This is an optimization exercise on Yosys and OpenROAD, whose aim is a short achievable clock period and few clock cycles per item, not a production implementation. Only simulation tests tie the RTL to the original design; equivalence was not proved. The clock port is modelled as an ideal driver, which makes a skipped or thinned clock tree look cheaper than it is; a real chip needs a root buffer or a tree. Power and IR drop assume default switching activity.

==> flow/design.v <==
package lib_cpu;
    localparam int CPU_XLEN   = 32;
    localparam int CPU_MEM_AW = 6;
    typedef struct packed {
        logic [CPU_XLEN-1:0] pc;
        logic                intr_en;
        logic [CPU_XLEN-1:0] intr_vec;
        logic [CPU_XLEN-1:0] intr_pc;
        logic                ack;
        logic                tx_req;
        logic [7:0]          tx_data;
    } SPECIAL_REG;
    typedef struct packed {
        logic                  w_rd;
        logic [CPU_XLEN-1:0]   x_rd;
        logic                  mem_r_req;
        logic                  mem_w_req;
        logic [CPU_MEM_AW-1:0] mem_addr;
        SPECIAL_REG            sr;
    } EXECUTE;
endpackage
package lib_mem;
    localparam int MEM_WORDS = 64;
    localparam logic [106:0] SR_RESET = '0;   
endpackage
module lib_data_ram #(
    parameter int W     = 32,
    parameter int AW    = 6,
    parameter int NBANK = 4
) (
    input  logic               clk,
    input  logic [(1<<AW)-1:0] wsel,
    input  logic [W-1:0]       wdata,
    input  logic [(1<<AW)-1:0] rsel,
    output logic [NBANK-1:0][W-1:0] rpart
);
    localparam int WORDS = 1 << AW;
    localparam int BANK  = WORDS / NBANK;
    logic [WORDS-1:0][W-1:0] mem;
    logic [NBANK-1:0][W-1:0] bank_or;
    always_ff @(posedge clk) begin
        for (int i = 0; i < WORDS; i++)
            if (wsel[i])
                mem[i] <= wdata;
    end
    always_comb begin
        for (int g = 0; g < NBANK; g++) begin
            bank_or[g] = '0;
            for (int j = 0; j < BANK; j++)
                bank_or[g] = bank_or[g] | (mem[g*BANK + j] & {W{rsel[g*BANK + j]}});
        end
    end
    always_ff @(posedge clk)
        rpart <= bank_or;
endmodule
module lib_mem_wb #(
    parameter int XLEN   = 32,
    parameter int MEM_AW = 6,
    parameter int RF_AW  = 4
) (
    input  logic             clk,
    input  logic             reset,
    input  logic             ex_valid,
    output logic             ex_ready,
    input  lib_cpu::EXECUTE  ex,
    input  logic [RF_AW-1:0] ex_rd,
    output logic             rf_we,
    output logic [RF_AW-1:0] rf_waddr,
    output logic [XLEN-1:0]  rf_wdata,
    output lib_cpu::SPECIAL_REG sr,
    output logic             commit,
    input  logic             intr_req,
    output logic             intr_pending
);
    localparam int WORDS = 1 << MEM_AW;
    localparam int NBANK = 4;
    logic                s1_valid;
    logic                s1_rf_we;    
    logic [XLEN-1:0]     s1_x_rd;
    logic                s1_x_sel;    
    logic [WORDS-1:0]    s1_rsel;     
    logic [WORDS-1:0]    s1_wsel;     
    lib_cpu::SPECIAL_REG s1_sr;
    logic [RF_AW-1:0]    s1_rd;
    logic                s2_valid;
    logic                s2_rf_we;
    logic [XLEN-1:0]     s2_x_data;   
    lib_cpu::SPECIAL_REG s2_sr;
    logic [RF_AW-1:0]    s2_rd;
    lib_cpu::SPECIAL_REG s3_sr;
    logic [NBANK-1:0][XLEN-1:0] ram_rpart;
    logic [XLEN-1:0]            ram_rdata;
    assign ex_ready = 1'b1;
    always_ff @(posedge clk) begin
        s1_valid <= ex_valid && !reset;
        s1_rf_we <= ex.w_rd && (ex_rd != '0);
        s1_x_rd  <= ex.x_rd;
        s1_x_sel <= !ex.mem_r_req;
        for (int i = 0; i < WORDS; i++) begin
            s1_rsel[i] <= ex.mem_r_req && ex.mem_addr == MEM_AW'(i);
            s1_wsel[i] <= ex_valid && !reset && ex.mem_w_req && !ex.mem_r_req
                          && ex.mem_addr == MEM_AW'(i);
        end
        s1_sr    <= ex.sr;
        s1_rd    <= ex_rd;
    end
    lib_data_ram #(
        .W     (XLEN),
        .AW    (MEM_AW),
        .NBANK (NBANK)
    ) u_ram (
        .clk   (clk),
        .wsel  (s1_wsel),
        .wdata (s1_x_rd),
        .rsel  (s1_rsel),
        .rpart (ram_rpart)
    );
    always_ff @(posedge clk) begin
        s2_valid  <= s1_valid && !reset;
        s2_rf_we  <= s1_rf_we;
        s2_x_data <= s1_x_rd & {XLEN{s1_x_sel}};
        s2_sr     <= s1_sr;
        s2_rd     <= s1_rd;
    end
    always_comb begin
        ram_rdata = s2_x_data;
        for (int g = 0; g < NBANK; g++)
            ram_rdata = ram_rdata | ram_rpart[g];
    end
    always_ff @(posedge clk) begin
        rf_waddr <= s2_rd;
        rf_wdata <= ram_rdata;
        if (reset) begin
            commit <= 1'b0;
            rf_we  <= 1'b0;
            s3_sr  <= lib_mem::SR_RESET;
        end else begin
            commit <= s2_valid;
            rf_we  <= s2_valid && s2_rf_we;
            if (s2_valid)
                s3_sr <= s2_sr;
        end
    end
    always_ff @(posedge clk) begin
        if (reset)
            sr <= lib_mem::SR_RESET;
        else
            sr <= s3_sr;
    end
    always_ff @(posedge clk) begin
        if (reset)
            intr_pending <= 1'b0;
        else if (intr_req)
            intr_pending <= 1'b1;
        else if (commit && s3_sr.ack)
            intr_pending <= 1'b0;
    end
endmodule
module mem_wb_top (
    input  logic         clk,
    input  logic         reset,
    input  logic         ex_valid,
    output logic         ex_ready,
    input  logic         ex_w_rd,
    input  logic [31:0]  ex_x_rd,
    input  logic         ex_mem_r_req,
    input  logic         ex_mem_w_req,
    input  logic [5:0]   ex_mem_addr,
    input  logic [106:0] ex_sr,
    input  logic [3:0]   ex_rd,
    output logic         rf_we,
    output logic [3:0]   rf_waddr,
    output logic [31:0]  rf_wdata,
    output logic [106:0] sr,
    output logic         commit,
    input  logic         intr_req,
    output logic         intr_pending
);
    lib_cpu::EXECUTE     ex;
    lib_cpu::SPECIAL_REG sr_s;
    assign ex.w_rd      = ex_w_rd;
    assign ex.x_rd      = ex_x_rd;
    assign ex.mem_r_req = ex_mem_r_req;
    assign ex.mem_w_req = ex_mem_w_req;
    assign ex.mem_addr  = ex_mem_addr;
    assign ex.sr        = ex_sr;
    assign sr           = sr_s;
    lib_mem_wb #(
        .XLEN   (32),
        .MEM_AW (6),
        .RF_AW  (4)
    ) u_mem_wb (
        .clk          (clk),
        .reset        (reset),
        .ex_valid     (ex_valid),
        .ex_ready     (ex_ready),
        .ex           (ex),
        .ex_rd        (ex_rd),
        .rf_we        (rf_we),
        .rf_waddr     (rf_waddr),
        .rf_wdata     (rf_wdata),
        .sr           (sr_s),
        .commit       (commit),
        .intr_req     (intr_req),
        .intr_pending (intr_pending)
    );
endmodule
export LEC_CHECK = 0
export CAP_MARGIN = 20
export CORE_MARGIN = 2
export CORE_UTILIZATION = 60
export PLACE_DENSITY = 0.7
export SETUP_SLACK_MARGIN = 3
export SLEW_MARGIN = 20
create_clock -name core_clock -period 5.0 [get_ports {clk}]
standard.sh (not shown) runs the stock make flow with config.mk's settings and CLKGATE_MAP_FILE= SYNTH_SCRIPT=/design/flow/synth_recipe.tcl, a recipe that flattens the netlist after the stock synthesis.
==> flow/flow/run.sh <==
#!/bin/bash
# Own flow: the standard layout (standard.sh, standard synthesis), with
#  - a fixed, balanced three-level clock tree (flow/pre_cts.tcl replaces
#    TritonCTS's tree; the clock port feeds only the 4 top buffers),
#  - output flip-flops placed at their port buffers before detailed placement
#    (flow/pre_detail_place.tcl),
#  - port buffers of sky130_fd_sc_hd__buf_4 instead of the default choice,
#  - cell sizing not limited to cells of the same footprint.
# Each tool's full output stays in orfs/logs; make's own output goes to flow_make.log.
set -euo pipefail
WORK=$(pwd)
bash standard.sh \
  MATCH_CELL_FOOTPRINT=0 \
  "BUFFER_PORTS_ARGS=-buffer_cell sky130_fd_sc_hd__buf_4" \
  PRE_CTS_TCL="$WORK/flow/pre_cts.tcl" \
  PRE_DETAIL_PLACE_TCL="$WORK/flow/pre_detail_place.tcl" \
  finish > "$WORK/flow_make.log" 2>&1
Other scripts of this flow, unchanged in this note and not shown: flow/flow/pre_cts.tcl, flow/flow/pre_detail_place.tcl
Testbench counts at the start, summed over its fixed seeds: cycles 16,024, items 16,000.
Then changed:
--- a/flow/design.v
+++ b/flow/design.v
@@ -26,21 +26,31 @@
 module lib_data_ram #(
     parameter int W     = 32,
     parameter int AW    = 6,
     parameter int NBANK = 4
 ) (
     input  logic               clk,
-    input  logic [(1<<AW)-1:0] wsel,
+    input  logic [7:0]         wlo,
+    input  logic [(1<<AW)/8-1:0] whi,
     input  logic [W-1:0]       wdata,
-    input  logic [(1<<AW)-1:0] rsel,
+    input  logic [7:0]         rlo,
+    input  logic [(1<<AW)/8-1:0] rhi,
     output logic [NBANK-1:0][W-1:0] rpart
 );
     localparam int WORDS = 1 << AW;
     localparam int BANK  = WORDS / NBANK;
     logic [WORDS-1:0][W-1:0] mem;
     logic [NBANK-1:0][W-1:0] bank_or;
+    logic [WORDS-1:0]        wsel;
+    logic [WORDS-1:0]        rsel;
+    always_comb begin
+        for (int i = 0; i < WORDS; i++) begin
+            wsel[i] = wlo[i % 8] && whi[i / 8];
+            rsel[i] = rlo[i % 8] && rhi[i / 8];
+        end
+    end
     always_ff @(posedge clk) begin
         for (int i = 0; i < WORDS; i++)
             if (wsel[i])
                 mem[i] <= wdata;
     end
     always_comb begin
@@ -75,14 +85,15 @@
     localparam int WORDS = 1 << MEM_AW;
     localparam int NBANK = 4;
     logic                s1_valid;
     logic                s1_rf_we;    
     logic [XLEN-1:0]     s1_x_rd;
     logic                s1_x_sel;    
-    logic [WORDS-1:0]    s1_rsel;     
-    logic [WORDS-1:0]    s1_wsel;     
+    logic [7:0]          s1_rlo;      
+    logic [7:0]          s1_wlo;      
+    logic [WORDS/8-1:0]  s1_hi;       
     lib_cpu::SPECIAL_REG s1_sr;
     logic [RF_AW-1:0]    s1_rd;
     logic                s2_valid;
     logic                s2_rf_we;
     logic [XLEN-1:0]     s2_x_data;   
     lib_cpu::SPECIAL_REG s2_sr;
@@ -93,29 +104,33 @@
     assign ex_ready = 1'b1;
     always_ff @(posedge clk) begin
         s1_valid <= ex_valid && !reset;
         s1_rf_we <= ex.w_rd && (ex_rd != '0);
         s1_x_rd  <= ex.x_rd;
         s1_x_sel <= !ex.mem_r_req;
-        for (int i = 0; i < WORDS; i++) begin
-            s1_rsel[i] <= ex.mem_r_req && ex.mem_addr == MEM_AW'(i);
-            s1_wsel[i] <= ex_valid && !reset && ex.mem_w_req && !ex.mem_r_req
-                          && ex.mem_addr == MEM_AW'(i);
-        end
+        for (int j = 0; j < 8; j++) begin
+            s1_rlo[j] <= ex.mem_r_req && ex.mem_addr[2:0] == 3'(j);
+            s1_wlo[j] <= ex_valid && !reset && ex.mem_w_req && !ex.mem_r_req
+                         && ex.mem_addr[2:0] == 3'(j);
+        end
+        for (int k = 0; k < WORDS / 8; k++)
+            s1_hi[k] <= ex.mem_addr[MEM_AW-1:3] == (MEM_AW-3)'(k);
         s1_sr    <= ex.sr;
         s1_rd    <= ex_rd;
     end
     lib_data_ram #(
         .W     (XLEN),
         .AW    (MEM_AW),
         .NBANK (NBANK)
     ) u_ram (
         .clk   (clk),
-        .wsel  (s1_wsel),
+        .wlo   (s1_wlo),
+        .whi   (s1_hi),
         .wdata (s1_x_rd),
-        .rsel  (s1_rsel),
+        .rlo   (s1_rlo),
+        .rhi   (s1_hi),
         .rpart (ram_rpart)
     );
     always_ff @(posedge clk) begin
         s2_valid  <= s1_valid && !reset;
         s2_rf_we  <= s1_rf_we;
         s2_x_data <= s1_x_rd & {XLEN{s1_x_sel}};
What happened:
- global-route usage climbs by 1.4 points
- wire length is higher by a few percent
- first-iteration DRC count is higher by a quarter to a third
- die area came out lower slightly
- maximum frequency drops by a few percent
- design area came out lower slightly
- cell count barely changes
- sequential share of layout area shrinks by 1.4 points
- register-to-register slack degrades by 0.24 ns
- core utilization went up by 0.19 points
- worst setup slack loses 0.057 ns
- total power came out lower slightly
Testbench counts after the change, summed over its fixed seeds: cycles 16,024, items 16,000.
No run of this note takes its clock network from TritonCTS; it comes from the design's own scripts or RTL.

==> what the ideal ports hide <==
The flow's constraints put no driver on any port. The routed layouts listed below were extracted and timed again, unchanged, in two steps.
Step 1 sets driving cells, clkbuf_16 on the clock port and buf_2 on the other inputs (assumed; they add their load-dependent delay and slew).
Step 2 moves the port delays by t, midway between the first and last clock arrival at a register: inputs arrive t later, outputs are due t later. That takes back most of the time a late clock gives input paths.
Slacks: no drivers / after step 1 / after step 2; pairs: no drivers / after step 1.
run | shift t [ns] | setup WS [ns] | worst setup path after step 2
the first run | 0.746 | 2.974 / 2.787 / 2.405 | input to register
the second run | 0.740 | 2.918 / 2.805 / 2.539 | input to register
After both steps setup and hold are still met in every run listed. For the first run, which loses most, drivers alone change the setup slack by -0.187 ns; drivers and shift together by -0.569 ns.
